What follows belongs to an exercise in optimizing a design on an open flow for small area, a short achievable clock period and few clock cycles per item; a production flow would make more cautious choices. Where RTL was checked, it was by simulation tests only, not by an equivalence proof against the original. Only the layout flow was run in runs 3 to 5; the RTL was not checked for function there. Power and IR drop assume default switching activity.

**config.mk**
```make
export PLATFORM = sky130hd
export DESIGN_NAME = session_replay_counter_table
export DESIGN_NICKNAME = session_replay_counter_table
export VERILOG_FILES = /design/flow/design.v
export SDC_FILE = /design/flow/constraint.sdc
export NUM_CORES = 4
export LEC_CHECK = 0
export CAP_MARGIN = 10
export CORE_MARGIN = 2
export CORE_UTILIZATION = 70
export CTS_CLUSTER_DIAMETER = 100
export CTS_CLUSTER_SIZE = 25
export SETUP_SLACK_MARGIN = 3.4
export SLEW_MARGIN = 10
```
**constraint.sdc**
```tcl
create_clock -name core_clock -period 6.0 [get_ports {i_clk}]
set_input_delay 1.2000 -clock core_clock [delete_from_list [all_inputs] [get_ports {i_clk}]]
set_output_delay 1.2000 -clock core_clock [all_outputs]
set_load 0.01 [all_outputs]
```
**design.v**
```verilog
package srct_pkg;
    localparam int SLOTS = 8;
    localparam int IDX_W = (SLOTS > 1) ? $clog2(SLOTS) : 1;
    localparam logic KIND_CHECK   = 1'b0;
    localparam logic KIND_RESTORE = 1'b1;
endpackage
module session_replay_counter_table (
    input  logic        i_clk,
    input  logic        i_rst_n,
    input  logic        i_in_valid,
    output logic        o_in_ready,
    input  logic        i_in_kind,
    input  logic [31:0] i_in_sess,
    input  logic [31:0] i_in_counter,
    output logic        o_out_valid,
    input  logic        i_out_ready,
    output logic        o_out_accepted
);
    localparam int SLOTS = srct_pkg::SLOTS;
    localparam int NB    = 4;   
    logic [SLOTS-1:0] r_valid;
    logic [31:0]      r_sess [SLOTS];
    logic [31:0]      r_ctr  [SLOTS];
    logic             r_v1;
    logic             r_kind1;
    logic [31:0]      r_sess1;
    logic [31:0]      r_c1;
    logic             r_v2;       
    logic [SLOTS-1:0] r_sel2;     
    logic             r_any2;     
    logic             r_force2;   
    logic [31:0]      r_c2;       
    logic             r_v3;
    logic [SLOTS-1:0] r_sel3;
    logic             r_any3;
    logic             r_force3;
    logic [31:0]      r_c3;
    logic [NB-1:0]    r_gb3;      
    logic [NB-1:0]    r_eb3;      
    logic [NB-1:0]    r_gf3;      
    logic [NB-1:0]    r_ef3;      
    logic             r_same3;    
    logic             r_wr4;      
    logic [2:0]       r_qcnt;
    logic [4:0]       r_qacc;
    logic             r_ovalid;   
    logic             r_ready;
    logic [2:0]       r_occ;      
    logic [SLOTS-1:0] w_hit;
    logic [SLOTS-1:0] w_first_free;
    logic [SLOTS-1:0] w_sel;
    logic             w_any_hit;
    logic             w_seen_free;
    logic             w_cnz;
    logic             w_take;
    logic             w_alloc;
    logic [31:0]      w_hctr;
    logic [NB-1:0]    w_gb;
    logic [NB-1:0]    w_eb;
    logic [NB-1:0]    w_gf;
    logic [NB-1:0]    w_ef;
    logic [NB-1:0]    w_g3;
    logic [NB-1:0]    w_e3;
    logic             w_gt;
    logic             w_wr3;
    logic             w_acc3;
    logic             w_pop;
    assign w_take = i_in_valid && r_ready;
    assign w_cnz  = (r_c1 != 32'd0);
    always_comb begin
        w_seen_free = 1'b0;
        for (int i = 0; i < SLOTS; i++) begin
            w_hit[i]        = r_valid[i] && (r_sess[i] == r_sess1);
            w_first_free[i] = !r_valid[i] && !w_seen_free;
            w_seen_free     = w_seen_free || !r_valid[i];
        end
        w_any_hit = |w_hit;
        w_alloc   = w_cnz && !w_any_hit && w_seen_free;
        w_sel     = w_any_hit ? w_hit : (w_first_free & {SLOTS{w_alloc}});
    end
    function automatic logic [1:0] cmp8(input logic [7:0] a, input logic [7:0] b);
        logic [7:0] g;
        logic [7:0] l;
        g = a & ~b;
        l = ~a & b;
        for (int w = 1; w < 8; w = w * 2) begin
            for (int k = 0; k < 8; k = k + 2 * w) begin
                g[k] = g[k + w] | (~l[k + w] & g[k]);
                l[k] = l[k + w] | (~g[k + w] & l[k]);
            end
        end
        cmp8 = {g[0], !(g[0] || l[0])};
    endfunction
    always_comb begin
        w_hctr = '0;
        for (int i = 0; i < SLOTS; i++)
            if (r_sel2[i]) w_hctr = w_hctr | r_ctr[i];
        for (int b = 0; b < NB; b++) begin
            {w_gb[b], w_eb[b]} = cmp8(r_c2[8*b +: 8], w_hctr[8*b +: 8]);
            {w_gf[b], w_ef[b]} = cmp8(r_c2[8*b +: 8], r_c3[8*b +: 8]);
        end
    end
    always_comb begin
        if (r_same3 && r_wr4) begin
            w_g3 = r_gf3;
            w_e3 = r_ef3;
        end else begin
            w_g3 = r_gb3;
            w_e3 = r_eb3;
        end
        w_gt = w_g3[3] ||
               (w_e3[3] && (w_g3[2] ||
                            (w_e3[2] && (w_g3[1] ||
                                         (w_e3[1] && w_g3[0])))));
        w_wr3  = r_force3 || w_gt;
        w_acc3 = r_any3 && w_wr3;
    end
    always_ff @(posedge i_clk) begin
        for (int i = 0; i < SLOTS; i++) begin
            if (!r_valid[i])               r_sess[i] <= r_sess1;
            if (r_sel3[i] && w_wr3)        r_ctr[i]  <= r_c3;
        end
        r_kind1  <= i_in_kind;
        r_sess1  <= i_in_sess;
        r_c1     <= i_in_counter;
        r_c2     <= r_c1;
        r_force2 <= w_alloc || (r_kind1 && w_cnz);
        r_c3     <= r_c2;
        r_force3 <= r_force2;
        r_gb3    <= w_gb;
        r_eb3    <= w_eb;
        r_gf3    <= w_gf;
        r_ef3    <= w_ef;
        r_same3  <= |(r_sel2 & r_sel3);
        r_wr4    <= w_wr3;
    end
    logic [4:0] n_qacc;
    logic [2:0] n_qcnt;
    always_comb begin
        n_qacc = r_qacc;
        n_qcnt = r_qcnt;
        if (w_pop) begin
            n_qacc = {1'b0, r_qacc[4:1]};
            n_qcnt = n_qcnt - 3'd1;
        end
        if (r_v3) begin
            n_qacc[n_qcnt] = w_acc3;
            n_qcnt              = n_qcnt + 3'd1;
        end
    end
    assign w_pop = r_ovalid && i_out_ready;
    always_ff @(posedge i_clk) begin
        if (!i_rst_n) begin
            r_valid  <= '0;
            r_v1     <= 1'b0;
            r_v2     <= 1'b0;
            r_sel2   <= '0;
            r_any2   <= 1'b0;
            r_v3     <= 1'b0;
            r_sel3   <= '0;
            r_any3   <= 1'b0;
            r_qcnt   <= 3'd0;
            r_ovalid <= 1'b0;
            r_ready  <= 1'b1;
            r_occ    <= 3'd0;
        end else begin
            r_valid  <= r_valid | (w_first_free & {SLOTS{r_v1 && w_alloc}});
            r_v1     <= w_take;
            r_v2     <= r_v1;
            r_sel2   <= w_sel & {SLOTS{r_v1}};
            r_any2   <= r_v1 && (w_any_hit || w_alloc);
            r_v3     <= r_v2;
            r_sel3   <= r_sel2;
            r_any3   <= r_any2;
            r_qcnt   <= n_qcnt;
            r_ovalid <= (n_qcnt != 3'd0);
            if (w_take && !w_pop) begin
                r_occ   <= r_occ + 3'd1;
                r_ready <= (r_occ < 3'd4);
            end else if (!w_take && w_pop) begin
                r_occ   <= r_occ - 3'd1;
                r_ready <= 1'b1;
            end else begin
                r_ready <= (r_occ < 3'd5);
            end
        end
        r_qacc <= n_qacc;
    end
    assign o_in_ready     = r_ready;
    assign o_out_valid    = r_ovalid;
    assign o_out_accepted = r_qacc[0];
endmodule
```
**run.sh**
```bash
#!/bin/bash
# synth_recipe.tcl (not shown) runs the flow's synth.tcl, then flattens the netlist and writes it again
# the make line also repeats each setting of config.mk as NAME=value (left out here)
make -C /OpenROAD-flow-scripts/flow DESIGN_CONFIG=/design/flow/config.mk WORK_HOME=/design/flow/orfs CLKGATE_MAP_FILE= SYNTH_SCRIPT=/design/flow/synth_recipe.tcl finish
```
==> results of run 1 <==
[cells by family (layout without fill, tap and decap cells)]
kind of cell | count (synthesis) | in the layout
DFF | 701 | 701
and+or+nand+nor | 280 | 280
xor gates and xnor gates | 265 | 265
AOI/OAI and AO/OA | 223 | 223
buffers and inverters | 116 | 217
adders and majority gates | 60 | 60
muxes | 2 | 2
[how the worst min path moves through the flow]
stage / from / end / slack, ns / depth (start not counted)
floorplan: r_force2 / r_force3 / 0.31 / 0
global placement: r_c2[31] / r_c3[31] / 0.34 / 0
detailed placement: r_c1[7] / r_c2[7] / 0.34 / 0
CTS: r_c1[7] / r_c2[7] / 0.36 / 0
global route: r_c1[31] / r_c2[31] / 0.36 / 0
finish: r_c1[2] / r_c2[2] / 0.35 / 0
[worst max-delay path: stages, from the launching register on]
cell                       delay, ns
sky130_fd_sc_hd__dfxtp_1        0.33
sky130_fd_sc_hd__a21o_1         0.15
sky130_fd_sc_hd__a21o_1         0.18
sky130_fd_sc_hd__a221oi_1       0.09
sky130_fd_sc_hd__a31oi_1        0.24
sky130_fd_sc_hd__or2_2          0.26
sky130_fd_sc_hd__and2_2         0.89
[cell type report]
| type | count | area (sq um) | area share [%] |
|---|---|---|---|
| sequential | 701 | 19200 | 67.5 |
| inverter | 47 | 176 | 0.621 |
| timing repair buffer | 108 | 985 | 3.47 |
| clock inverter | 2 | 47.5 | 0.167 |
| clock buffer | 60 | 1010 | 3.56 |
| tap | 468 | 586 | 2.06 |
| multi-input combinational | 830 | 6410 | 22.6 |
[synthesized netlist by cell type (21+ instances only)]
cell and number:
sky130_fd_sc_hd__a21oi_1 21, sky130_fd_sc_hd__a22oi_1 132, sky130_fd_sc_hd__and2_1 24, sky130_fd_sc_hd__buf_2 21, sky130_fd_sc_hd__buf_4 29, sky130_fd_sc_hd__dfxtp_1 189, sky130_fd_sc_hd__edfxtp_1 512, sky130_fd_sc_hd__inv_1 45
sky130_fd_sc_hd__maj3_1 44, sky130_fd_sc_hd__nand2_1 34, sky130_fd_sc_hd__nand3_1 22, sky130_fd_sc_hd__nand4_1 74, sky130_fd_sc_hd__nor2_1 25, sky130_fd_sc_hd__nor4_1 26, sky130_fd_sc_hd__xnor2_1 230, sky130_fd_sc_hd__xor2_1 35
[cells in the final DEF, fill, tap and decap left out, types with 37 or more instances in the layout]
cell type                         netlist  final
sky130_fd_sc_hd__maj3_1                44     44
sky130_fd_sc_hd__clkbuf_16              0     37
sky130_fd_sc_hd__edfxtp_1             512    512
sky130_fd_sc_hd__clkdlybuf4s50_1        0     66
sky130_fd_sc_hd__nand4_1               74     74
sky130_fd_sc_hd__dfxtp_1              189    176
sky130_fd_sc_hd__buf_4                 29     37
sky130_fd_sc_hd__xnor2_1              230    229
sky130_fd_sc_hd__a22oi_1              132    132
sky130_fd_sc_hd__inv_1                 45     44
[through the flow]
stage / instances / total power, mW
final: 2216 / 8.81
after global routing: 2216 / 9.09
after CTS: 2215 / 8.85
after detailed placement: 2153 / 6.31
after global placement: 2153 / 6.28
after floorplan: 1647 / 6.09
[metal layers]
layer  part of all wire (%)  wire length, um
met5                      0                0
met4                    3.2             1700
met3                    5.2             2730
met2                     52            27500
met1                     39            20700
[what timing repair did]
item	4_1_cts	5_1_grt
setup endpoints to repair	59	238
buffers inserted	0	1
gates resized for setup	30	4
pin swaps	0	1
[sequential cells by signal, summed over array words and instances (netlist names), 3 cells and up]
signal   count
r_valid      8
r_qacc       5
r_qcnt       3
r_sel3       8
r_gf3        4
r_eb3        3
r_c3        32
r_sel2       8
r_ctr      256
r_c1        32
r_sess     256
r_sess1     32
r_ef3        3
r_c2        32
r_gb3        4
r_occ        3
[where the power goes]
part           switching [mW]  leakage [nW]  internal, mW  total, mW
Sequential              0.162          6.58          5.40       5.56
Combinational           0.328          2.30         0.322      0.651
Clock                    1.41         0.507          1.19       2.60
Total                    1.90          9.39          6.91       8.81
==> run summary, run 1 <==
Die
From bottom edge to top edge, the die measures 197 um. In this run the core area contains 70 standard-cell rows. The initial core utilization is 71.1%. After floorplanning, the core was sized to cover 36700 sq um. For this design the top-level I/O count stands at 72.

The floorplan step defined a die boundary enclosing 38800 sq um. The floorplan step set the die width to 197 um.

Global routing
The total congestion overflow is 0. For this run, global-route usage on met2 was measured as 49.4%. The via count of the first global-routing pass came to 13925. The met3 routing resource usage after global routing is 3.18%.

The met1 demand-to-capacity share in global routing is 35.0%. The overall global routing resource usage is 27.5%. The initial antenna violation count is 0. The first-pass GRT wire length is 79600 um. Entering global routing, the biggest net connects 36 pins. In this run the most used layer during global routing was met2.

Placed design
Prior to clock tree synthesis, the placed netlist has a worst setup slack of 2.30 ns. Input and output buffers added on the ports amount to 71. The post-place instance area is 27300 sq um. The weighted congestion reported at the end of routability-driven placement is 0.803. Detailed placement ended at an HPWL of 30800 um.

Clock network
TritonCTS built the clock tree. The maximum level of the CTS H-tree is 2. In this run the deepest clock path goes through 3 buffers.

Clock tree synthesis inserted a total of 34 buffers. The hold buffer count at cts is 0. The clock sink total is 701.

After clock tree synthesis, the clock-pin slew on the worst setup and hold paths is 0.09 ns. The clock insertion delay at the later pin of the skew report is 0.55 ns. The CTS root buffer is sky130_fd_sc_hd__clkbuf_16.

Cells and area
Cells fill 77.4% of the core in the end. The net count reported at finish is 1799. The share of cells above drive strength 1 is 7.95%. The filler cells instantiated in the layout total 2138.

From synthesis to final layout, the design area changed by 8.84%. The number of inserted diodes is 0. The total non-filler cell area in the finished layout is 28400 sq um.

Detailed routing
The DRC marker count from the first detailed-route iteration is 1057. The final routed wirelength across all metal layers is 52600 um. Dividing the detail-routed via count by the number of cells gives 6.18. The count of vias placed by the detailed router is 13703. Dividing the detail-routed wire length by the instance count gives 23.8 um. The first-pass detailed-route iteration total is 7. The detail route stage leaves a number of antenna-violating nets equal to 0.

For this run, design rule violations remaining after detail routing come to 0.

STA
The remaining max-slew budget at the tightest pin is 28.9%. Setup repair after global routing could not meet its margin everywhere. The count of pins over their slew limit came to 0. After layout, the worst path uses 42.5% of the clock period.

The maximum operating frequency is 392 MHz. The shortest clock period the worst path allows after layout is 2.55 ns. Across all hold checks on the routed design, the worst slack comes to 0.352 ns. Setup violations remaining at the end of the flow were counted as 0.

Setup slack closes at 3.45 ns. Setup total negative slack on the finished layout was measured at 0 ns. The total count of hold-check failures in the final report came to 0. Between clock sinks in the finished design, the worst skew comes to 0.0232 ns. At the pin with the least slew margin, the transition time is 1.07 ns.

Critical path
The worst setup path is launched from a register. The destination of the critical timing path is r_ctr[0][9]. The cell depth of the worst flop-to-flop path is 6. The launching element of the worst setup path is r_gb3[0].

The origin of the critical flop-to-flop path is r_gb3[0]. The kind of end point of the critical path is a register. Data on the critical path arrives at its endpoint at 2.72 ns. The critical path is of the register to register type. The endpoint identified for the worst register-to-register timing path is r_ctr[0][9]. The reg-to-reg setup timing slack is 3.45 ns.

Data on the critical path is required at its endpoint by 6.17 ns. Of all nets on the critical path, the largest fanout is 32.

Hold path
The class of the tightest hold or removal check is register to register.

Logic synthesis
By area the synthesized netlist is led by sky130_fd_sc_hd__edfxtp_1 (59%), sky130_fd_sc_hd__dfxtp_1 (15%), sky130_fd_sc_hd__xnor2_1 (7.7%). Summing the areas of all xor and xnor instances in the mapped netlist gives 8.90% of the synthesized area. Counting flops with a built-in enable in the synthesized netlist gives 512. The proportion of register bits with asynchronous set or reset after synthesis is 0%. Each instance of the synthesized netlist takes up on average 15.8 sq um. Summing the areas of all and, or, nand and nor instances in the mapped netlist gives 6.47% of the synthesized area. The synthesized netlist occupies a cell area of 26100 sq um.

The post-synthesis share of cell area spent on full adders, half adders and majority gates is 2.45%. The number of distinct library cells after synthesis is 62. sky130_fd_sc_hd__edfxtp_1 takes more of the synthesized area than any other cell. The area share of the largest cell type after synthesis is 58.9%. The main combinational cell family by area after synthesis is XOR/XNOR gates. The share of synthesized area spent on multiplexers is 0.0767%.

The total of warnings raised by yosys is 3. The number of standard cells after synthesis is 1647. The main flop type after synthesis is sky130_fd_sc_hd__edfxtp_1.

The sequential share of the synthesized area is 73.4%. The synthesized netlist net count is 1724. The area fraction in compound gates after synthesis is 6.22%. The number of synthesized register bits is 701.

Outcome
The run finished with no timing, DRC or antenna violations.

Power
The power density relative to cell area is 310 nW/um^2. The leakage component of the power is 9.39 nW. The largest vdd supply drop is 0.000360 V.

Job
The max-cap check violation count is 0.
Testbench counts, summed over its fixed seeds: cycles 3,232, items 3,200.
==> run 2, diff against run 1 <==
--- a/design.v
+++ b/design.v
@@ -117,7 +117,7 @@
     end
     always_ff @(posedge i_clk) begin
         for (int i = 0; i < SLOTS; i++) begin
-            if (!r_valid[i])               r_sess[i] <= r_sess1;
+            if (w_first_free[i])           r_sess[i] <= r_sess1;
             if (r_sel3[i] && w_wr3)        r_ctr[i]  <= r_c3;
         end
         r_kind1  <= i_in_kind;
==> flow/run.sh (new file) <==
#!/bin/bash
# Layout flow: the standard flow, with the port buffers inserted at
# global placement made from sky130_fd_sc_hd__buf_1 instead of the cell
# buffer_ports picks by default. Each step's output goes to its own log.
set -e
cp standard.sh standard_sh_copy.log
export BUFFER_PORTS_ARGS="-buffer_cell sky130_fd_sc_hd__buf_1"
bash standard.sh > standard.log 2>&1
==> standard.sh (new file) <==
#!/bin/bash
# synth_recipe.tcl (not shown) runs the flow's synth.tcl, then flattens the netlist and writes it again
# the make line also repeats each setting of config.mk as NAME=value (left out here)
make -C /OpenROAD-flow-scripts/flow DESIGN_CONFIG=/design/flow/config.mk WORK_HOME=/design/flow/orfs CLKGATE_MAP_FILE= SYNTH_SCRIPT=/design/flow/synth_recipe.tcl "${@:-finish}"
--- a/config.mk
+++ b/config.mk
@@ -5,10 +5,10 @@
 export SDC_FILE = /design/flow/constraint.sdc
 export NUM_CORES = 4
 export LEC_CHECK = 0
-export CAP_MARGIN = 10
+export CAP_MARGIN = 20
 export CORE_MARGIN = 2
 export CORE_UTILIZATION = 70
-export CTS_CLUSTER_DIAMETER = 100
-export CTS_CLUSTER_SIZE = 25
+export CTS_CLUSTER_DIAMETER = 80
+export CTS_CLUSTER_SIZE = 20
 export SETUP_SLACK_MARGIN = 3.4
-export SLEW_MARGIN = 10
+export SLEW_MARGIN = 20
removed: run.sh
==> run summary, run 2 <==
Outcome
Result of the run: finished clean (unchanged).

Power
The total power is 8.88 mW (was 8.81 mW). The power density relative to cell area is 314 nW/um^2 (was 310 nW/um^2). The leakage component of the power is 9.14 nW (was 9.39 nW).

The largest vdd supply drop is 0.000416 V (was 0.000360 V).

Die
The area of the core is 36400 sq um (was 36700 sq um). The initial core utilization was 70.8% (was 71.1%). The standard-cell row count is 70 (unchanged). The die outline width is 196 um (was 197 um). The chip height is 196 um (was 197 um).

The top-level I/O count was 72 (unchanged). The area of the die is 38400 sq um (was 38800 sq um).

Logic synthesis
The total of warnings raised by yosys is 3 (unchanged). The number of synthesized register bits is 701 (unchanged). Most used standard cells in the synthesized netlist: sky130_fd_sc_hd__edfxtp_1 (512), sky130_fd_sc_hd__dfxtp_1 (189), sky130_fd_sc_hd__xnor2_1 (168) (was sky130_fd_sc_hd__edfxtp_1 (512), sky130_fd_sc_hd__xnor2_1 (230), sky130_fd_sc_hd__dfxtp_1 (189)). The sequential share of the synthesized area is 74.3% (was 73.4%).

The number of standard cells after synthesis is 1639 (was 1647). The main flop type after synthesis was sky130_fd_sc_hd__edfxtp_1 (unchanged). The proportion of register bits with asynchronous set or reset after synthesis is 0% (unchanged). The synthesized netlist net count is 1716 (was 1724). The combined area of all synthesized cells is 25800 sq um (was 26100 sq um). Leading cell types by total area after synthesis: sky130_fd_sc_hd__edfxtp_1 (60%), sky130_fd_sc_hd__dfxtp_1 (15%), sky130_fd_sc_hd__xnor2_1 (5.7%) (was sky130_fd_sc_hd__edfxtp_1 (59%), sky130_fd_sc_hd__dfxtp_1 (15%), sky130_fd_sc_hd__xnor2_1 (7.7%)). The synthesized area per cell was 15.7 sq um (was 15.8 sq um). The number of distinct library cells after synthesis is 49 (was 62).

The area share of the largest cell type after synthesis is 59.6% (was 58.9%). The cell with the most instances after synthesis is sky130_fd_sc_hd__edfxtp_1 (unchanged). The number of enable flip-flop cells after synthesis is 512 (unchanged).

The cell taking the most area after synthesis is sky130_fd_sc_hd__edfxtp_1 (unchanged).

Global routing
The first-pass GRT wire length came to 81700 um (was 79600 um). The initial antenna violation count is 0 (unchanged). The total congestion overflow is 0 (unchanged). The maximum number of pins on one net before global-route repair was 35 (was 36).

The overall global routing resource usage came to 28.8% (was 27.5%). The via count of the first global-routing pass is 13879 (was 13925).

Critical path
The buffering stage count on the worst path with inverters included came to 0 (unchanged). The reg-to-reg setup timing slack came to 3.31 ns (was 3.45 ns). The category of the most critical setup path is register to register (unchanged). The number of logic stages on the critical path including buffering is 8 (was 6). The most common cell type on the critical path is sky130_fd_sc_hd__maj3_2 (was sky130_fd_sc_hd__a21o_1). The arrival time at the worst endpoint is 3.17 ns (was 2.72 ns). The cell depth of the worst flop-to-flop path was 8 (was 6).

The critical path startpoint category was a register (unchanged). The slowest library cell on the worst path is sky130_fd_sc_hd__dfxtp_2 (was sky130_fd_sc_hd__and2_2). Series of cell instances along the critical path: nor2b_4 > maj3_2 > maj3_2 > maj3_2 > maj3_2 > maj3_2 > maj3_2 > maj3_2 (was a21o_1 > a21o_1 > a221oi_1 > a31oi_1 > or2_2 > and2_2). The origin of the critical flop-to-flop path is r_c2[0] (was r_gb3[0]).

The kind of end point of the critical path is a register (unchanged). The critical path's top delay family is adder cells (was simple AND/OR/NAND/NOR gates). The delay of the slowest cell on the worst path is 0.33 ns (was 0.89 ns). The reg-to-reg critical path endpoint is r_gf3[0] (was r_ctr[0][9]).

The maximum fanout along the worst path is 2 (was 32). The worst endpoint required time came to 6.48 ns (was 6.17 ns).

Clock network
The hold buffer count at cts was 0 (unchanged). The clock transition time at the flip-flop clock pins of the worst setup and hold paths is 0.08 ns (was 0.09 ns). The maximum buffer depth of the clock tree is 3 (unchanged). The clock tree from TritonCTS is done (unchanged). The CTS root buffer is sky130_fd_sc_hd__clkbuf_16 (unchanged). The number of buffers inserted during clock tree synthesis is 41 (was 34). The maximum level of the CTS H-tree is 2 (unchanged). The clock insertion delay at the later pin of the skew report came to 0.59 ns (was 0.55 ns). The clock sink total is 701 (unchanged).

Detailed routing
The number of routed nets with antenna violations came to 0 (unchanged). The DRC marker count from the first detailed-route iteration is 1208 (was 1057). The first-pass detailed-route iteration total was 5 (was 7). The per-cell via count in the routed design is 6.17 (was 6.18). The wire length per cell came to 24.4 um (was 23.8 um). The total DRC errors in the routed layout came to 0 (unchanged). The final routed wirelength across all metal layers is 54500 um (was 52600 um). The count of vias placed by the detailed router is 13772 (was 13703).

STA
The largest clock skew in the final design came to 0.0399 ns (was 0.0232 ns). Unrepaired setup endpoints after global routing: true (unchanged). The shortest clock period the worst path allows after layout is 2.69 ns (was 2.55 ns). The count of pins over their slew limit was 0 (unchanged).

The share of the clock period used by the worst path after layout was 44.8% (was 42.5%). The maximum operating frequency is 372 MHz (was 392 MHz). The measured slew at the worst slew-check pin came to 1.15 ns (was 1.07 ns).

The count of final setup violators is 0 (unchanged). The total count of hold-check failures in the final report is 0 (unchanged). The total negative setup slack is 0 ns (unchanged). The smallest setup slack after layout came to 3.31 ns (was 3.45 ns). The remaining max-slew budget at the tightest pin is 23.4% (was 28.9%).

Hold path
The worst hold endpoint is r_force3 (was r_c2[2]). The class of the tightest hold or removal check is register to register (unchanged). The instance count along the most critical hold path is 0 (unchanged).

The hold path startpoint is r_force2 (was r_c1[2]).

Placed design
The detailed-placement wirelength estimate is 32300 um (was 30800 um). The weighted congestion reported at the end of routability-driven placement is 0.845 (was 0.803). The number of I/O port buffers is 71 (unchanged). The minimum setup slack after placement is 2.81 ns (was 2.30 ns).

Cells and area
The net count reported at finish came to 1807 (was 1799). The share of cells above drive strength 1 is 9.87% (was 7.95%). The number of filler instances in the final layout is 2134 (was 2138).

The layout-stage area growth over the synthesis result is 9.87% (was 8.84%). Largest registers in the final layout: r_ctr x256, r_sess x256 (unchanged). The number of inserted diodes was 0 (unchanged). Most frequent cells in the layout: sky130_fd_sc_hd__edfxtp_1 (512), sky130_fd_sc_hd__xnor2_1 (167), sky130_fd_sc_hd__dfxtp_1 (159) (was sky130_fd_sc_hd__edfxtp_1 (512), sky130_fd_sc_hd__xnor2_1 (229), sky130_fd_sc_hd__dfxtp_1 (176)). The most common cell after layout, fill and taps aside is sky130_fd_sc_hd__edfxtp_1 (unchanged).

Job
The max-cap check violation count is 0 (unchanged).
[run 2: per-stage QoR]
stage	cells	instance area [sq um]	hold slack [ns]	utilization, %
floorplan	1639	25800	0.310	-
global placement	2131	26700	0.317	73.2
detailed placement	2131	26700	0.321	73.2
CTS	2210	28000	0.334	76.9
global route	2231	28300	0.336	77.7
finish	2231	28300	0.337	77.7
[run 2: area by class of cell]
| type | count | area, sq um | area share [%] |
|---|---|---|---|
| Inverter | 41 | 158 | 0.557 |
| Multi-Input combinational cell | 826 | 6440 | 22.7 |
| Tap cell | 468 | 586 | 2.07 |
| Clock buffer | 73 | 1190 | 4.20 |
| Timing Repair Buffer | 119 | 684 | 2.42 |
| Clock inverter | 3 | 30.0 | 0.106 |
| Sequential cell | 701 | 19200 | 67.9 |
[run 2: timing repair]
action                                  CTS  global route
hold endpoints to repair                  0             0
pin swaps                                 7             5
endpoints found under the setup margin  109           127
setup buffers                             3            17
gates cloned                              0             0
resized for setup                        52            24
[run 2: cell families (layout without fill, tap and decap cells)]
logic type	count (synthesis)	after routing	share of synthesized area, %
adders and majority gates	62	62	2.55
AOI/OAI and AO/OA	209	209	5.79
DFF	701	701	74.3
and+or+nand+nor	275	275	6.18
buffers and inverters	112	236	1.63
muxes	5	5	0.194
xor gates and xnor gates	275	275	9.34
[run 2: routing by layer]
layer | part of all wire (%) | track usage, % | routed length, um | vias to the layer above
li1 | - | - | - | 6296
met1 | 40 | 38.0 | 21800 | 6860
met2 | 50 | 49.0 | 27300 | 513
met3 | 6.4 | 3.68 | 3470 | 103
met4 | 3.4 | 11.9 | 1870 | 0
met5 | 0 | 0 | 0 | -
[run 2: worst max-delay path by stage]
stage / from / to
floorplan: i_out_ready / r_qacc[0]
global placement: r_sess1[14] / r_sel2[1]
detailed placement: r_sess1[14] / r_valid[1]
CTS: r_c2[0] / r_gf3[0]
global route: r_c2[0] / r_gf3[0]
finish: r_c2[0] / r_gf3[0]
[run 2: power by group]
group,internal [mW],total (mW),switching (mW)
Clock,1.36,2.86,1.49
Combinational,0.256,0.560,0.304
Sequential,5.32,5.47,0.145
Total,6.94,8.88,1.94
Testbench counts of run 2, summed over its fixed seeds: cycles 3,232, items 3,200.
==> run 3, diff against run 2 <==
--- a/design.v
+++ b/design.v
@@ -45,7 +45,6 @@
     logic [4:0]       r_qacc;
     logic             r_ovalid;   
     logic             r_ready;
-    logic [2:0]       r_occ;      
     logic [SLOTS-1:0] w_hit;
     logic [SLOTS-1:0] w_first_free;
     logic [SLOTS-1:0] w_sel;
@@ -78,26 +77,15 @@
         w_alloc   = w_cnz && !w_any_hit && w_seen_free;
         w_sel     = w_any_hit ? w_hit : (w_first_free & {SLOTS{w_alloc}});
     end
-    function automatic logic [1:0] cmp8(input logic [7:0] a, input logic [7:0] b);
-        logic [7:0] g;
-        logic [7:0] l;
-        g = a & ~b;
-        l = ~a & b;
-        for (int w = 1; w < 8; w = w * 2) begin
-            for (int k = 0; k < 8; k = k + 2 * w) begin
-                g[k] = g[k + w] | (~l[k + w] & g[k]);
-                l[k] = l[k + w] | (~g[k + w] & l[k]);
-            end
-        end
-        cmp8 = {g[0], !(g[0] || l[0])};
-    endfunction
     always_comb begin
         w_hctr = '0;
         for (int i = 0; i < SLOTS; i++)
             if (r_sel2[i]) w_hctr = w_hctr | r_ctr[i];
         for (int b = 0; b < NB; b++) begin
-            {w_gb[b], w_eb[b]} = cmp8(r_c2[8*b +: 8], w_hctr[8*b +: 8]);
-            {w_gf[b], w_ef[b]} = cmp8(r_c2[8*b +: 8], r_c3[8*b +: 8]);
+            w_gb[b] = r_c2[8*b +: 8] >  w_hctr[8*b +: 8];
+            w_eb[b] = r_c2[8*b +: 8] == w_hctr[8*b +: 8];
+            w_gf[b] = r_c2[8*b +: 8] >  r_c3[8*b +: 8];
+            w_ef[b] = r_c2[8*b +: 8] == r_c3[8*b +: 8];
         end
     end
     always_comb begin
@@ -162,7 +150,6 @@
             r_qcnt   <= 3'd0;
             r_ovalid <= 1'b0;
             r_ready  <= 1'b1;
-            r_occ    <= 3'd0;
         end else begin
             r_valid  <= r_valid | (w_first_free & {SLOTS{r_v1 && w_alloc}});
             r_v1     <= w_take;
@@ -174,15 +161,8 @@
             r_any3   <= r_any2;
             r_qcnt   <= n_qcnt;
             r_ovalid <= (n_qcnt != 3'd0);
-            if (w_take && !w_pop) begin
-                r_occ   <= r_occ + 3'd1;
-                r_ready <= (r_occ < 3'd4);
-            end else if (!w_take && w_pop) begin
-                r_occ   <= r_occ - 3'd1;
-                r_ready <= 1'b1;
-            end else begin
-                r_ready <= (r_occ < 3'd5);
-            end
+            r_ready  <= ({1'b0, n_qcnt} + {3'b0, r_v2} + {3'b0, r_v1} +
+                         {3'b0, w_take}) < 4'd5;
         end
         r_qacc <= n_qacc;
     end
==> run.sh (new file) <==
#!/bin/bash
# synth_recipe.tcl (not shown) runs the flow's synth.tcl, then flattens the netlist and writes it again
# the make line also repeats each setting of config.mk as NAME=value (left out here)
make -C /OpenROAD-flow-scripts/flow DESIGN_CONFIG=/design/flow/config.mk WORK_HOME=/design/flow/orfs CLKGATE_MAP_FILE= SYNTH_SCRIPT=/design/flow/synth_recipe.tcl finish
--- a/config.mk
+++ b/config.mk
@@ -7,7 +7,7 @@
 export LEC_CHECK = 0
 export CAP_MARGIN = 20
 export CORE_MARGIN = 2
-export CORE_UTILIZATION = 70
+export CORE_UTILIZATION = 60
 export CTS_CLUSTER_DIAMETER = 80
 export CTS_CLUSTER_SIZE = 20
 export SETUP_SLACK_MARGIN = 3.4
removed: flow/run.sh
removed: standard.sh
==> run summary, run 3 <==
Critical path
The worst endpoint required time came to 6.46 ns (was 6.48 ns). The maximum fanout along the worst path came to 8 (was 2). The slowest library cell on the worst path is sky130_fd_sc_hd__fa_2 (was sky130_fd_sc_hd__dfxtp_2). Series of cell instances along the critical path: buf_4 > nand2_8 > xnor2_4 > inv_4 > xnor2_4 > fa_1 > ha_2 > fa_2 > nor2_1 > o21ai_1 > nand2_1 (was nor2b_4 > maj3_2 > maj3_2 > maj3_2 > maj3_2 > maj3_2 > maj3_2 > maj3_2).

The delay of the slowest cell on the worst path is 0.53 ns (was 0.33 ns). The kind of end point of the critical path is a register (unchanged). The critical path startpoint category is an input port (was register). The category of the most critical setup path was input port to register (was register to register). The most common cell type on the critical path is sky130_fd_sc_hd__xnor2_4 (was sky130_fd_sc_hd__maj3_2).

The arrival time at the worst endpoint is 3.20 ns (was 3.17 ns).

Clock network
The clock sink total is 698 (was 701). The number of buffers inserted during clock tree synthesis is 40 (was 41). The maximum level of the CTS H-tree is 2 (unchanged). The clock transition time at the flip-flop clock pins of the worst setup and hold paths is 0.08 ns (about the same). The maximum buffer depth of the clock tree came to 3 (unchanged). The clock insertion delay at the later pin of the skew report was 0.59 ns (about the same). The CTS root buffer is sky130_fd_sc_hd__clkbuf_16 (unchanged).

The hold buffer count at cts came to 0 (unchanged). The clock tree from TritonCTS is done (unchanged).

Power
The power density relative to cell area came to 293 nW/um^2 (was 314 nW/um^2). The leakage component of the power is 10.4 nW (was 9.14 nW). The largest vdd supply drop is 0.000277 V (was 0.000416 V).

Placed design
The weighted congestion reported at the end of routability-driven placement is 0.860 (was 0.845). The number of I/O port buffers is 71 (unchanged). The detailed-placement wirelength estimate is 36400 um (was 32300 um). The cell total after placement was 2398 (was 2131).

Logic synthesis
The xor and xnor fraction of the mapped netlist area is 8.40% (was 9.34%). The synthesized area per cell came to 15.3 sq um (was 15.7 sq um). The number of standard cells after synthesis was 1750 (was 1639). The area fraction in compound gates after synthesis is 5.96% (was 5.79%). The sequential share of the synthesized area is 71.3% (was 74.3%).

The synthesized-area fraction occupied by and/or/nand/nor cells is 8.56% (was 6.18%). The post-synthesis share of cell area spent on full adders, half adders and majority gates is 3.47% (was 2.55%). The number of synthesized register bits is 698 (was 701). The number of distinct library cells after synthesis came to 56 (was 49). The area share of the largest cell type after synthesis is 57.4% (was 59.6%). The main combinational cell family by area after synthesis is simple AND/OR/NAND/NOR gates (was XOR/XNOR gates). The synthesized netlist net count came to 1892 (was 1716).

The proportion of register bits with asynchronous set or reset after synthesis is 0% (unchanged). The main flop type after synthesis is sky130_fd_sc_hd__edfxtp_1 (unchanged). Leading cell types by total area after synthesis: sky130_fd_sc_hd__edfxtp_1 (57%), sky130_fd_sc_hd__dfxtp_1 (14%), sky130_fd_sc_hd__xor2_1 (4.8%) (was sky130_fd_sc_hd__edfxtp_1 (60%), sky130_fd_sc_hd__dfxtp_1 (15%), sky130_fd_sc_hd__xnor2_1 (5.7%)). The number of enable flip-flop cells after synthesis is 512 (unchanged).

The combined area of all synthesized cells came to 26800 sq um (was 25800 sq um). The total of warnings raised by yosys is 3 (unchanged). Most used standard cells in the synthesized netlist: sky130_fd_sc_hd__edfxtp_1 (512), sky130_fd_sc_hd__dfxtp_1 (186), sky130_fd_sc_hd__xor2_1 (148) (was sky130_fd_sc_hd__edfxtp_1 (512), sky130_fd_sc_hd__dfxtp_1 (189), sky130_fd_sc_hd__xnor2_1 (168)). The share of synthesized area spent on multiplexers is 0.149% (was 0.194%). The cell with the most instances after synthesis is sky130_fd_sc_hd__edfxtp_1 (unchanged). The cell taking the most area after synthesis was sky130_fd_sc_hd__edfxtp_1 (unchanged).

Detailed routing
The wire length the detailed router placed on met1 is 25400 um (was 21800 um). The met2 layer wire length in the routed design is 31000 um (was 27300 um). The per-cell via count in the routed design is 5.89 (was 6.17).

The first-pass detailed-route iteration total is 5 (unchanged). The uppermost signal routing layer after detailed routing is met4 (unchanged). The total DRC errors in the routed layout was 0 (unchanged). The final routed wirelength across all metal layers is 61400 um (was 54500 um).

The count of vias placed by the detailed router was 14891 (was 13772). The DRC marker count from the first detailed-route iteration is 1313 (was 1208). The detailed route wirelength on metal3 is 3320 um (was 3470 um).

The number of routed nets with antenna violations was 0 (unchanged). The wire length per cell is 24.3 um (was 24.4 um).

STA
The total negative setup slack is 0 ns (unchanged). The largest clock skew in the final design is 0.0251 ns (was 0.0399 ns). The count of pins over their slew limit came to 0 (unchanged).

The remaining max-slew budget at the tightest pin is 56.7% (was 23.4%). The count of final setup violators is 0 (unchanged). The share of the clock period used by the worst path after layout is 45.7% (was 44.8%). The maximum operating frequency is 365 MHz (was 372 MHz).

The shortest clock period the worst path allows after layout came to 2.74 ns (was 2.69 ns). Unrepaired setup endpoints after global routing: true (unchanged). The measured slew at the worst slew-check pin was 0.641 ns (was 1.15 ns). The total count of hold-check failures in the final report came to 0 (unchanged).

Cells and area
Most frequent cells in the layout: sky130_fd_sc_hd__edfxtp_1 (512), sky130_fd_sc_hd__dfxtp_1 (166), sky130_fd_sc_hd__a22oi_1 (132) (was sky130_fd_sc_hd__edfxtp_1 (512), sky130_fd_sc_hd__xnor2_1 (167), sky130_fd_sc_hd__dfxtp_1 (159)). The post-route non-filler standard cell count is 2527 (was 2231). The most common cell after layout, fill and taps aside was sky130_fd_sc_hd__edfxtp_1 (unchanged).

The number of inserted diodes is 0 (unchanged). Largest registers in the final layout: r_ctr x256, r_sess x256 (unchanged). The share of cells above drive strength 1 is 13.3% (was 9.87%). The layout-stage area growth over the synthesis result is 15.5% (was 9.87%). The net count reported at finish was 2046 (was 1807).

Global routing
The total congestion overflow was 0 (unchanged). The maximum number of pins on one net before global-route repair is 35 (unchanged). The via count of the first global-routing pass is 14704 (was 13879). The overall global routing resource usage is 26.2% (was 28.8%). The initial antenna violation count is 0 (unchanged). The first-pass GRT wire length is 90500 um (was 81700 um).

Job
The max-cap check violation count is 0 (unchanged).

Die
The chip height was 215 um (was 196 um). The area of the core is 44100 sq um (was 36400 sq um). The initial core utilization was 60.7% (was 70.8%). The die outline width is 215 um (was 196 um). The area of the die is 46400 sq um (was 38400 sq um). The standard-cell row count is 77 (was 70). The top-level I/O count is 72 (unchanged).

Hold path
The class of the tightest hold or removal check is register to register (unchanged).

Outcome
Result of the run: finished clean (unchanged).
run 3: cell type report:
class | instances | area (sq um)
flip-flops and latches | 698 | 19200
fillers | 3042 | 13200
multi-input cells | 937 | 7690
repair buffers | 181 | 1970
clock buffers | 72 | 1170
well taps | 592 | 741
inverters | 46 | 175
clock inverters | 1 | 16.3
run 3: cell families after synthesis:
| family | Yosys count |
|---|---|
| adders and majority gates | 73 |
| muxes | 4 |
| and+or+nand+nor | 383 |
| DFF | 698 |
| AOI/OAI and AO/OA | 219 |
| xor gates and xnor gates | 257 |
| buffers and inverters | 116 |
run 3: worst paths after layout:
| check | startpoint | to | slack [ns] | cells past startpoint |
|---|---|---|---|---|
| max reg2reg | r_qcnt[0] | r_ready | 3.44 | 12 |
| min reg2reg | r_force2 | r_force3 | 0.35 | 0 |
| min | r_force2 | r_force3 | 0.35 | 0 |
| max | i_out_ready | r_ready | 3.26 | 11 |
run 3: per-layer routing:
metal / track usage [%] / vias to the layer above
li1: - / 6913
met1: 35.3 / 7434
met2: 44.8 / 465
met3: 3.20 / 79
met4: 8.00 / 0
met5: 0 / -
run 3: worst max-delay path: cells and delay by family:
| kind | cells | cell delay [ns] |
|---|---|---|
| adders and majority gates | 3 | 1.19 |
| xor gates and xnor gates | 2 | 0.34 |
| buffers and inverters | 2 | 0.19 |
| and+or+nand+nor | 3 | 0.19 |
| AOI/OAI and AO/OA | 1 | 0.10 |
run 3: stage by stage:
| stage | hold WS [ns] | total power, mW | utilization [%] | cell area [sq um] | setup slack, ns |
|---|---|---|---|---|---|
| after floorplan | 0.310 | 6.00 | - | 26800 | 2.73 |
| after global placement | 0.312 | 6.26 | 64.2 | 28300 | 1.97 |
| after detailed placement | 0.330 | 6.28 | 64.2 | 28300 | 1.93 |
| after CTS | 0.350 | 9.07 | 67.5 | 29800 | 3.25 |
| after global routing | 0.351 | 9.40 | 70.1 | 30900 | 3.13 |
| final | 0.345 | 9.07 | 70.1 | 30900 | 3.26 |
run 3: power by group:
group          internal (mW)  switching, mW
clock network           1.34           1.48
registers               5.32          0.115
logic                  0.371          0.453
total                   7.03           2.05
run 3: repair_timing:
item / 4_1_cts / 5_1_grt
endpoints found under the setup margin: 100 / 153
gates resized for setup: 77 / 138
hold endpoints to repair: 0 / 0
setup buffers: 3 / 51
pin swaps: 7 / 5
gates cloned: 1 / 1
==> run 4, diff against run 3 <==
--- a/design.v
+++ b/design.v
@@ -35,16 +35,15 @@
     logic             r_any3;
     logic             r_force3;
     logic [31:0]      r_c3;
-    logic [NB-1:0]    r_gb3;      
-    logic [NB-1:0]    r_eb3;      
-    logic [NB-1:0]    r_gf3;      
-    logic [NB-1:0]    r_ef3;      
+    logic             r_gtb3;     
+    logic             r_gtf3;     
     logic             r_same3;    
     logic             r_wr4;      
     logic [2:0]       r_qcnt;
     logic [4:0]       r_qacc;
     logic             r_ovalid;   
     logic             r_ready;
+    logic [2:0]       r_occ;      
     logic [SLOTS-1:0] w_hit;
     logic [SLOTS-1:0] w_first_free;
     logic [SLOTS-1:0] w_sel;
@@ -58,8 +57,8 @@
     logic [NB-1:0]    w_eb;
     logic [NB-1:0]    w_gf;
     logic [NB-1:0]    w_ef;
-    logic [NB-1:0]    w_g3;
-    logic [NB-1:0]    w_e3;
+    logic             w_gtb;
+    logic             w_gtf;
     logic             w_gt;
     logic             w_wr3;
     logic             w_acc3;
@@ -77,35 +76,42 @@
         w_alloc   = w_cnz && !w_any_hit && w_seen_free;
         w_sel     = w_any_hit ? w_hit : (w_first_free & {SLOTS{w_alloc}});
     end
+    function automatic logic [1:0] cmp8(input logic [7:0] a, input logic [7:0] b);
+        logic [7:0] g;
+        logic [7:0] l;
+        g = a & ~b;
+        l = ~a & b;
+        for (int w = 1; w < 8; w = w * 2) begin
+            for (int k = 0; k < 8; k = k + 2 * w) begin
+                g[k] = g[k + w] | (~l[k + w] & g[k]);
+                l[k] = l[k + w] | (~g[k + w] & l[k]);
+            end
+        end
+        cmp8 = {g[0], !(g[0] || l[0])};
+    endfunction
     always_comb begin
         w_hctr = '0;
         for (int i = 0; i < SLOTS; i++)
             if (r_sel2[i]) w_hctr = w_hctr | r_ctr[i];
         for (int b = 0; b < NB; b++) begin
-            w_gb[b] = r_c2[8*b +: 8] >  w_hctr[8*b +: 8];
-            w_eb[b] = r_c2[8*b +: 8] == w_hctr[8*b +: 8];
-            w_gf[b] = r_c2[8*b +: 8] >  r_c3[8*b +: 8];
-            w_ef[b] = r_c2[8*b +: 8] == r_c3[8*b +: 8];
+            {w_gb[b], w_eb[b]} = cmp8(r_c2[8*b +: 8], w_hctr[8*b +: 8]);
+            {w_gf[b], w_ef[b]} = cmp8(r_c2[8*b +: 8], r_c3[8*b +: 8]);
+        end
+        w_gtb = w_gb[0];
+        w_gtf = w_gf[0];
+        for (int b = 1; b < NB; b++) begin
+            w_gtb = w_gb[b] || (w_eb[b] && w_gtb);
+            w_gtf = w_gf[b] || (w_ef[b] && w_gtf);
         end
     end
     always_comb begin
-        if (r_same3 && r_wr4) begin
-            w_g3 = r_gf3;
-            w_e3 = r_ef3;
-        end else begin
-            w_g3 = r_gb3;
-            w_e3 = r_eb3;
-        end
-        w_gt = w_g3[3] ||
-               (w_e3[3] && (w_g3[2] ||
-                            (w_e3[2] && (w_g3[1] ||
-                                         (w_e3[1] && w_g3[0])))));
+        w_gt   = (r_same3 && r_wr4) ? r_gtf3 : r_gtb3;
         w_wr3  = r_force3 || w_gt;
         w_acc3 = r_any3 && w_wr3;
     end
     always_ff @(posedge i_clk) begin
         for (int i = 0; i < SLOTS; i++) begin
-            if (w_first_free[i])           r_sess[i] <= r_sess1;
+            if (!r_valid[i])               r_sess[i] <= r_sess1;
             if (r_sel3[i] && w_wr3)        r_ctr[i]  <= r_c3;
         end
         r_kind1  <= i_in_kind;
@@ -115,10 +121,8 @@
         r_force2 <= w_alloc || (r_kind1 && w_cnz);
         r_c3     <= r_c2;
         r_force3 <= r_force2;
-        r_gb3    <= w_gb;
-        r_eb3    <= w_eb;
-        r_gf3    <= w_gf;
-        r_ef3    <= w_ef;
+        r_gtb3   <= w_gtb;
+        r_gtf3   <= w_gtf;
         r_same3  <= |(r_sel2 & r_sel3);
         r_wr4    <= w_wr3;
     end
@@ -150,6 +154,7 @@
             r_qcnt   <= 3'd0;
             r_ovalid <= 1'b0;
             r_ready  <= 1'b1;
+            r_occ    <= 3'd0;
         end else begin
             r_valid  <= r_valid | (w_first_free & {SLOTS{r_v1 && w_alloc}});
             r_v1     <= w_take;
@@ -161,8 +166,15 @@
             r_any3   <= r_any2;
             r_qcnt   <= n_qcnt;
             r_ovalid <= (n_qcnt != 3'd0);
-            r_ready  <= ({1'b0, n_qcnt} + {3'b0, r_v2} + {3'b0, r_v1} +
-                         {3'b0, w_take}) < 4'd5;
+            if (w_take && !w_pop) begin
+                r_occ   <= r_occ + 3'd1;
+                r_ready <= (r_occ < 3'd4);
+            end else if (!w_take && w_pop) begin
+                r_occ   <= r_occ - 3'd1;
+                r_ready <= 1'b1;
+            end else begin
+                r_ready <= (r_occ < 3'd5);
+            end
         end
         r_qacc <= n_qacc;
     end
--- a/config.mk
+++ b/config.mk
@@ -7,8 +7,8 @@
 export LEC_CHECK = 0
 export CAP_MARGIN = 20
 export CORE_MARGIN = 2
-export CORE_UTILIZATION = 60
-export CTS_CLUSTER_DIAMETER = 80
-export CTS_CLUSTER_SIZE = 20
-export SETUP_SLACK_MARGIN = 3.4
+export CORE_UTILIZATION = 70
+export CTS_CLUSTER_DIAMETER = 100
+export CTS_CLUSTER_SIZE = 25
+export SETUP_SLACK_MARGIN = 3.8
 export SLEW_MARGIN = 20
==> run summary, run 4 <==
Outcome
Result of the run: finished clean (unchanged).

Global routing
The maximum number of pins on one net before global-route repair is 36 (was 35). The overall global routing resource usage is 30.6% (was 26.2%). The initial antenna violation count is 0 (unchanged). The total congestion overflow came to 0 (unchanged). The via count of the first global-routing pass was 14362 (was 14704). The first-pass GRT wire length is 87000 um (was 90500 um).

Power
The largest vdd supply drop is 0.000311 V (was 0.000277 V). The power density relative to cell area is 289 nW/um^2 (was 293 nW/um^2). The leakage component of the power is 10.1 nW (was 10.4 nW).

Cells and area
The number of inserted diodes is 0 (unchanged). Most frequent cells in the layout: sky130_fd_sc_hd__edfxtp_1 (512), sky130_fd_sc_hd__xnor2_1 (200), sky130_fd_sc_hd__dfxtp_1 (143) (was sky130_fd_sc_hd__edfxtp_1 (512), sky130_fd_sc_hd__dfxtp_1 (166), sky130_fd_sc_hd__a22oi_1 (132)). The layout-stage area growth over the synthesis result was 16.6% (was 15.5%). The number of filler instances in the final layout is 1870 (was 3042). The post-route non-filler standard cell count is 2317 (was 2527). The share of cells above drive strength 1 is 17.4% (was 13.3%). The net count reported at finish is 1903 (was 2046). The most common cell after layout, fill and taps aside is sky130_fd_sc_hd__edfxtp_1 (unchanged). The combined area of the multi-input logic cells was 6810 sq um (was 7690 sq um). Largest registers in the final layout: r_ctr x256, r_sess x256 (unchanged). The sequential cell area is 19000 sq um (was 19200 sq um).

STA
The count of final setup violators came to 0 (unchanged). The smallest hold slack is 0.348 ns (was 0.345 ns). The total negative setup slack came to 0 ns (unchanged).

The measured slew at the worst slew-check pin is 1.17 ns (was 0.641 ns). The remaining max-slew budget at the tightest pin is 21.4% (was 56.7%). The maximum operating frequency was 362 MHz (was 365 MHz). Unrepaired setup endpoints after global routing: true (unchanged). The shortest clock period the worst path allows after layout is 2.76 ns (was 2.74 ns). The largest clock skew in the final design is 0.0197 ns (was 0.0251 ns). The share of the clock period used by the worst path after layout is 46.1% (was 45.7%). The count of pins over their slew limit was 0 (unchanged). The total count of hold-check failures in the final report came to 0 (unchanged).

Detailed routing
The wire length per cell came to 26.1 um (was 24.3 um). The count of vias placed by the detailed router was 14912 (was 14891). The number of routed nets with antenna violations is 0 (unchanged). The final routed wirelength across all metal layers is 60400 um (was 61400 um). The DRC marker count from the first detailed-route iteration was 1858 (was 1313).

The total DRC errors in the routed layout is 0 (unchanged). The per-cell via count in the routed design is 6.44 (was 5.89). The first-pass detailed-route iteration total is 5 (unchanged).

Clock network
The maximum level of the CTS H-tree is 1 (was 2). The clock sink total was 689 (was 698). The clock transition time at the flip-flop clock pins of the worst setup and hold paths is 0.10 ns (was 0.08 ns). The maximum buffer depth of the clock tree came to 3 (unchanged). The CTS root buffer was sky130_fd_sc_hd__clkbuf_16 (unchanged). The clock insertion delay at the later pin of the skew report is 0.62 ns (was 0.59 ns).

The clock tree from TritonCTS is done (unchanged). The number of buffers inserted during clock tree synthesis is 31 (was 40).

Logic synthesis
The post-synthesis share of cell area spent on full adders, half adders and majority gates came to 2.08% (was 3.47%). The sequential share of the synthesized area is 73.8% (was 71.3%). The combined area of all synthesized cells is 25600 sq um (was 26800 sq um).

Most used standard cells in the synthesized netlist: sky130_fd_sc_hd__edfxtp_1 (512), sky130_fd_sc_hd__xnor2_1 (215), sky130_fd_sc_hd__dfxtp_1 (177) (was sky130_fd_sc_hd__edfxtp_1 (512), sky130_fd_sc_hd__dfxtp_1 (186), sky130_fd_sc_hd__xor2_1 (148)). The number of distinct library cells after synthesis is 60 (was 56). The main combinational cell family by area after synthesis is XOR/XNOR gates (was simple AND/OR/NAND/NOR gates).

The cell taking the most area after synthesis is sky130_fd_sc_hd__edfxtp_1 (unchanged). The share of synthesized area spent on multiplexers is 0.234% (was 0.149%). The proportion of register bits with asynchronous set or reset after synthesis is 0% (unchanged). The synthesized area per cell came to 15.6 sq um (was 15.3 sq um).

The number of synthesized register bits is 689 (was 698). The main flop type after synthesis is sky130_fd_sc_hd__edfxtp_1 (unchanged). The xor and xnor fraction of the mapped netlist area is 8.95% (was 8.40%).

The number of standard cells after synthesis came to 1644 (was 1750). The synthesized netlist net count was 1721 (was 1892). The synthesized-area fraction occupied by and/or/nand/nor cells is 6.38% (was 8.56%). Leading cell types by total area after synthesis: sky130_fd_sc_hd__edfxtp_1 (60%), sky130_fd_sc_hd__dfxtp_1 (14%), sky130_fd_sc_hd__xnor2_1 (7.3%) (was sky130_fd_sc_hd__edfxtp_1 (57%), sky130_fd_sc_hd__dfxtp_1 (14%), sky130_fd_sc_hd__xor2_1 (4.8%)). The total of warnings raised by yosys came to 3 (unchanged). The cell with the most instances after synthesis was sky130_fd_sc_hd__edfxtp_1 (unchanged). The number of enable flip-flop cells after synthesis is 512 (unchanged). The area fraction in compound gates after synthesis is 6.59% (was 5.96%). The area share of the largest cell type after synthesis is 60.0% (was 57.4%).

Placed design
The cell total after placement came to 2154 (was 2398). The weighted congestion reported at the end of routability-driven placement is 0.826 (was 0.860). The number of I/O port buffers is 71 (unchanged). The detailed-placement wirelength estimate is 32100 um (was 36400 um).

Critical path
The reg-to-reg setup timing slack is 3.24 ns (was 3.44 ns). The kind of end point of the critical path is a register (unchanged). The category of the most critical setup path is register to register (was input port to register). The critical path startpoint category is a register (was input port).

The maximum fanout along the worst path is 17 (was 8). The arrival time at the worst endpoint came to 3.32 ns (was 3.20 ns). The cell depth of the worst flop-to-flop path is 10 (was 12). The reg-to-reg critical path endpoint is r_gtb3 (was r_ready). The origin of the critical flop-to-flop path is r_sel2[2] (was r_qcnt[0]). The worst endpoint required time is 6.56 ns (was 6.46 ns).

Die
The initial core utilization is 70.6% (was 60.7%). The top-level I/O count is 72 (unchanged). The area of the core is 36300 sq um (was 44100 sq um). The standard-cell row count is 70 (was 77). The chip height is 195 um (was 215 um).

The area of the die is 38200 sq um (was 46400 sq um). The die outline width is 195 um (was 215 um).

Hold path
The class of the tightest hold or removal check is register to register (unchanged). The instance count along the most critical hold path is 0 (unchanged). The hold path startpoint is r_c1[0] (was r_force2). The worst hold endpoint is r_c2[0] (was r_force3).

Job
The max-cap check violation count came to 0 (unchanged).
## run 4: changes by cell type in the layout (fill, tap and decap cells not counted), sizes merged, moves of 13 or more
cell	previous run	this run
xnor2	109	215
maj3	0	42
nor4	85	30
a22o	1	14
buf	109	135
xor2	148	47
ha	71	7
a22oi	132	107
## run 4: layout make-up
| class | count | area share (%) |
|---|---|---|
| sequential | 689 | 63.6 |
| multi-input combinational | 838 | 22.8 |
| tap | 468 | 1.96 |
| inverter | 50 | 0.724 |
| clock buffer | 55 | 2.90 |
| timing repair buffer | 211 | 7.93 |
| timing repair inverter | 5 | 0.0921 |
| clock inverter | 1 | 0.0544 |
## run 4: stage by stage
| step | instance area, sq um | setup WS, ns | power [mW] | util [%] |
|---|---|---|---|---|
| finish | 29900 | 3.24 | 8.65 | 82.3 |
| global route | 29900 | 3.15 | 8.92 | 82.3 |
| CTS | 29300 | 3.30 | 8.62 | 80.7 |
| detailed placement | 27100 | 2.64 | 6.24 | 74.7 |
| global placement | 27100 | 2.78 | 6.21 | 74.7 |
| floorplan | 25900 | 3.48 | 6.01 | - |
## run 4: worst max-delay path by stage
stage                 from           to  slack, ns
6_report         r_sel2[2]       r_gtb3       3.24
3_5_place_dp     r_sel2[0]       r_gtb3       2.64
3_3_place_gp   i_out_ready    r_qacc[4]       2.78
5_1_grt          r_sel2[7]       r_gtb3       3.15
2_1_floorplan      r_same3  r_ctr[0][0]       3.48
4_1_cts            r_c2[0]       r_gtf3       3.30
## run 4: cell families (layout without fill, tap and decap cells)
logic type / after synthesis / count (layout)
compound gates: 229 / 229
xor+xnor: 262 / 262
fa+ha+maj: 50 / 50
buf+inv: 118 / 322
flops: 689 / 689
mux: 6 / 6
simple gates: 290 / 291
## run 4: power breakdown
part           total [mW]  internal (mW)  leakage, nW  switching (mW)
clock network        2.37          0.987        0.417            1.39
logic               0.806          0.418         3.24           0.389
registers            5.47           5.31         6.49           0.165
total                8.65           6.71         10.1            1.94
## run 4: layer usage
| layer | vias up | share of wire [%] | track usage [%] | routed length [um] |
|---|---|---|---|---|
| met5 | - | 0 | 0 | 0 |
| met4 | 0 | 2.0 | 6.42 | 1210 |
| met3 | 87 | 9.4 | 4.68 | 5670 |
| met2 | 715 | 47 | 48.3 | 28600 |
| met1 | 7581 | 41 | 46.3 | 25000 |
| li1 | 6529 | - | - | - |
## run 4: critical path, cell delays in order (launching register included)
cell                      delay, ns
sky130_fd_sc_hd__dfxtp_4       0.39
sky130_fd_sc_hd__buf_12        0.17
sky130_fd_sc_hd__a22oi_1       0.28
sky130_fd_sc_hd__a41oi_1       0.19
sky130_fd_sc_hd__maj3_1        0.37
sky130_fd_sc_hd__o21ai_1       0.15
sky130_fd_sc_hd__maj3_1        0.21
sky130_fd_sc_hd__o21ai_0       0.09
sky130_fd_sc_hd__a31o_2        0.29
sky130_fd_sc_hd__nor4_1        0.36
sky130_fd_sc_hd__a211o_1       0.18
## run 4: repair_timing
action,CTS,global route
setup endpoints to repair,56,47
setup buffers,74,19
hold buffers,0,0
endpoints found under the hold margin,0,0
gates resized for setup,163,68
pin swaps,37,29
cloned,8,6
==> run 5, diff against run 4 <==
--- a/config.mk
+++ b/config.mk
@@ -7,7 +7,7 @@
 export LEC_CHECK = 0
 export CAP_MARGIN = 20
 export CORE_MARGIN = 2
-export CORE_UTILIZATION = 70
+export CORE_UTILIZATION = 65
 export CTS_CLUSTER_DIAMETER = 100
 export CTS_CLUSTER_SIZE = 25
 export SETUP_SLACK_MARGIN = 3.8
==> run summary, run 5 <==
Logic synthesis
The main combinational cell family by area after synthesis is XOR/XNOR gates (unchanged). The combined area of all synthesized cells is 25600 sq um (unchanged). The number of distinct library cells after synthesis came to 60 (unchanged). The number of standard cells after synthesis is 1644 (unchanged). The number of enable flip-flop cells after synthesis is 512 (unchanged). The xor and xnor fraction of the mapped netlist area is 8.95% (unchanged). The synthesized netlist net count is 1721 (unchanged).

The proportion of register bits with asynchronous set or reset after synthesis was 0% (unchanged). Leading cell types by total area after synthesis: sky130_fd_sc_hd__edfxtp_1 (60%), sky130_fd_sc_hd__dfxtp_1 (14%), sky130_fd_sc_hd__xnor2_1 (7.3%) (unchanged). The area share of the largest cell type after synthesis is 60.0% (unchanged). The sequential share of the synthesized area is 73.8% (unchanged). The main flop type after synthesis is sky130_fd_sc_hd__edfxtp_1 (unchanged). The cell with the most instances after synthesis is sky130_fd_sc_hd__edfxtp_1 (unchanged). The cell taking the most area after synthesis is sky130_fd_sc_hd__edfxtp_1 (unchanged).

The area fraction in compound gates after synthesis is 6.59% (unchanged). Most used standard cells in the synthesized netlist: sky130_fd_sc_hd__edfxtp_1 (512), sky130_fd_sc_hd__xnor2_1 (215), sky130_fd_sc_hd__dfxtp_1 (177) (unchanged). The share of synthesized area spent on multiplexers came to 0.234% (unchanged). The synthesized area per cell is 15.6 sq um (unchanged). The post-synthesis share of cell area spent on full adders, half adders and majority gates is 2.08% (unchanged). The synthesized-area fraction occupied by and/or/nand/nor cells was 6.38% (unchanged). The total of warnings raised by yosys is 3 (unchanged). The number of synthesized register bits is 689 (unchanged).

STA
The count of final setup violators is 0 (unchanged). The largest clock skew in the final design came to 0.0196 ns (was 0.0197 ns). The count of pins over their slew limit is 0 (unchanged). The maximum operating frequency is 365 MHz (was 362 MHz). The share of the clock period used by the worst path after layout was 45.7% (was 46.1%). The measured slew at the worst slew-check pin is 1.16 ns (was 1.17 ns). Unrepaired setup endpoints after global routing: true (unchanged). The total count of hold-check failures in the final report is 0 (unchanged).

The total negative setup slack was 0 ns (unchanged). The shortest clock period the worst path allows after layout came to 2.74 ns (was 2.76 ns). The remaining max-slew budget at the tightest pin came to 22.1% (was 21.4%).

Placed design
The detailed-placement wirelength estimate came to 31700 um (was 32100 um). The weighted congestion reported at the end of routability-driven placement was 0.816 (was 0.826). The number of I/O port buffers is 71 (unchanged).

The cell total after placement is 2208 (was 2154).

Clock network
The number of buffers inserted during clock tree synthesis is 31 (unchanged). The clock tree from TritonCTS is done (unchanged). The maximum level of the CTS H-tree is 1 (unchanged). The maximum buffer depth of the clock tree was 3 (unchanged). The clock transition time at the flip-flop clock pins of the worst setup and hold paths was 0.10 ns (about the same). The CTS root buffer is sky130_fd_sc_hd__clkbuf_16 (unchanged).

The clock insertion delay at the later pin of the skew report is 0.62 ns (about the same). The clock sink total is 689 (unchanged).

Die
The die outline width is 203 um (was 195 um). The top-level I/O count is 72 (unchanged). The area of the die is 41100 sq um (was 38200 sq um). The standard-cell row count came to 72 (was 70). The initial core utilization was 66.1% (was 70.6%). The area of the core is 38800 sq um (was 36300 sq um).

The chip height is 203 um (was 195 um).

Critical path
The category of the most critical setup path is register to register (unchanged). The arrival time at the worst endpoint was 3.21 ns (was 3.32 ns). Series of cell instances along the critical path: nor2b_4 > maj3_2 > maj3_2 > maj3_2 > maj3_2 > maj3_2 > o2111a_1 > o211ai_1 > nand2_2 (was buf_12 > a22oi_1 > a41oi_1 > maj3_1 > o21ai_1 > maj3_1 > o21ai_0 > a31o_2 > nor4_1 > a211o_1). The buffering stage count on the worst path with inverters included is 0 (was 1). The most common cell type on the critical path is sky130_fd_sc_hd__maj3_2 (was sky130_fd_sc_hd__maj3_1). The kind of end point of the critical path is a register (unchanged). The slowest library cell on the worst path is sky130_fd_sc_hd__dfxtp_2 (was sky130_fd_sc_hd__dfxtp_4).

The worst endpoint required time is 6.47 ns (was 6.56 ns). The maximum fanout along the worst path is 2 (was 17). The critical path's top delay family is adder cells (was compound AO/OA/AOI/OAI gates).

The critical path startpoint category is a register (unchanged). The delay of the slowest cell on the worst path is 0.33 ns (was 0.39 ns).

Power
The leakage component of the power came to 10.1 nW (about the same). The power density relative to cell area is 289 nW/um^2 (about the same). The largest vdd supply drop is 0.000308 V (was 0.000311 V).

Global routing
The overall global routing resource usage is 27.7% (was 30.6%). The initial antenna violation count is 0 (unchanged). The via count of the first global-routing pass is 13887 (was 14362). The first-pass GRT wire length came to 84600 um (was 87000 um). The maximum number of pins on one net before global-route repair is 36 (unchanged). The total congestion overflow is 0 (unchanged).

Cells and area
The post-route non-filler standard cell count is 2354 (was 2317). The net count reported at finish was 1888 (was 1903). The most common cell after layout, fill and taps aside is sky130_fd_sc_hd__edfxtp_1 (unchanged). The share of cells above drive strength 1 is 17.3% (was 17.4%). Most frequent cells in the layout: sky130_fd_sc_hd__edfxtp_1 (512), sky130_fd_sc_hd__xnor2_1 (194), sky130_fd_sc_hd__dfxtp_1 (147) (was sky130_fd_sc_hd__edfxtp_1 (512), sky130_fd_sc_hd__xnor2_1 (200), sky130_fd_sc_hd__dfxtp_1 (143)).

The number of inserted diodes was 0 (unchanged). Largest registers in the final layout: r_ctr x256, r_sess x256 (unchanged). The layout-stage area growth over the synthesis result was 16.4% (was 16.6%).

Detailed routing
The number of routed nets with antenna violations was 0 (unchanged). The DRC marker count from the first detailed-route iteration is 1623 (was 1858). The wire length per cell was 24.3 um (was 26.1 um). The count of vias placed by the detailed router is 14437 (was 14912). The first-pass detailed-route iteration total is 7 (was 5). The per-cell via count in the routed design was 6.13 (was 6.44). The total DRC errors in the routed layout came to 0 (unchanged).

The final routed wirelength across all metal layers came to 57300 um (was 60400 um).

Hold path
The class of the tightest hold or removal check was register to register (unchanged).

Outcome
Result of the run: finished clean (unchanged).

Job
The max-cap check violation count is 0 (unchanged).
run 5: worst reg2reg max path: cells and delay by family, from the launching register on:
family | cells | cell delay [ns]
AND/OR/NAND/NOR | 2 | 0.23
AO/OA/AOI/OAI | 2 | 0.51
adder cells (fa/ha/maj) | 5 | 1.53
flip-flops | 1 | 0.33
run 5: final cells by class:
type                       instances  area [sq um]
sequential                       689         19000
fill                            2296          8980
multi-input combinational        838          6960
timing repair buffer             196          2100
clock buffer                      56           870
tap                              518           648
inverter                          50           214
timing repair inverter             5          30.0
clock inverter                     2          25.0
run 5: worst paths after layout:
| check | from | end | slack, ns | cells past startpoint |
|---|---|---|---|---|
| worst min register to register | r_c2[8] | r_c3[8] | 0.35 | 0 |
| worst max-delay path | r_c2[0] | r_gtf3 | 3.26 | 9 |
| worst min-delay path | r_c2[8] | r_c3[8] | 0.35 | 0 |
| worst max register to register | r_c2[0] | r_gtf3 | 3.26 | 9 |
run 5: report_power, final:
part | switching [mW] | internal (mW)
combinational | 0.394 | 0.412
sequential | 0.155 | 5.31
clock | 1.38 | 0.992
run 5: kinds of logic (layout without fill, tap and decap cells):
| logic type | count (synthesis) | count (layout) |
|---|---|---|
| simple gates | 290 | 291 |
| buf+inv | 118 | 309 |
| compound gates | 229 | 229 |
| fa+ha+maj | 50 | 50 |
| xor+xnor | 262 | 262 |
| flops | 689 | 689 |
| mux | 6 | 6 |
run 5: stage by stage:
stage	hold WS [ns]	total power [mW]	worst slack (ns)	cell area [sq um]	utilization, %
after detailed placement	0.334	6.24	2.64	27200	70.2
after floorplan	0.310	6.01	3.48	25900	-
final	0.350	8.64	3.26	29800	76.9
after global routing	0.354	8.93	3.17	29800	76.9
after global placement	0.319	6.22	2.67	27200	70.2
after CTS	0.352	8.60	3.27	29000	74.6
run 5: what timing repair did:
action                     CTS  global route
cloned                       7             2
hold endpoints to repair     0             0
hold buffers                 0             0
setup endpoints to repair   32           242
gates resized for setup    148            98
pin swaps                   34            41
setup buffers               33            46
run 5: metal layers:
metal	wire [um]	global-route usage [%]	vias up
met1	25100	42.9	7241
met4	1200	6.20	0
met3	5050	4.83	74
met2	25900	41.6	615
met5	0	0	-
li1	-	-	6507

==> separate check: timing with driven ports <==
Ports are ideal in the flow. The routed layouts listed here were re-timed in OpenROAD. Step 1 assumes that a clkbuf_16 drives the clock port and a buf_2 every other input. Step 2 adds t to the input delays and takes it off the output delays; t is the mean of the earliest and latest rising clock arrival at the registers after step 1. Input paths then give back, and output paths get back, about the clock's delay inside the block. a / b / c = ideal ports / drivers / drivers and shift; a / b = the first two.
| run | t (ns) | setup WS [ns] | clock arrival spread, ns |
|---|---|---|---|
| run 1 | 0.587 | 3.451 / 3.451 / 2.900 | 0.027 / 0.027 |
| run 2 | 0.631 | 3.312 / 3.312 / 3.059 | 0.041 / 0.041 |
| run 3 | 0.638 | 3.258 / 3.290 / 2.652 | 0.027 / 0.026 |
| run 4 | 0.664 | 3.236 / 3.236 / 3.236 | 0.021 / 0.020 |
| run 5 | 0.667 | 3.261 / 3.261 / 3.245 | 0.023 / 0.023 |
After both steps every run listed still meets setup and hold. The setup slack of run 3, which loses most, moves by +0.032 ns with the drivers and by -0.606 ns with both steps.
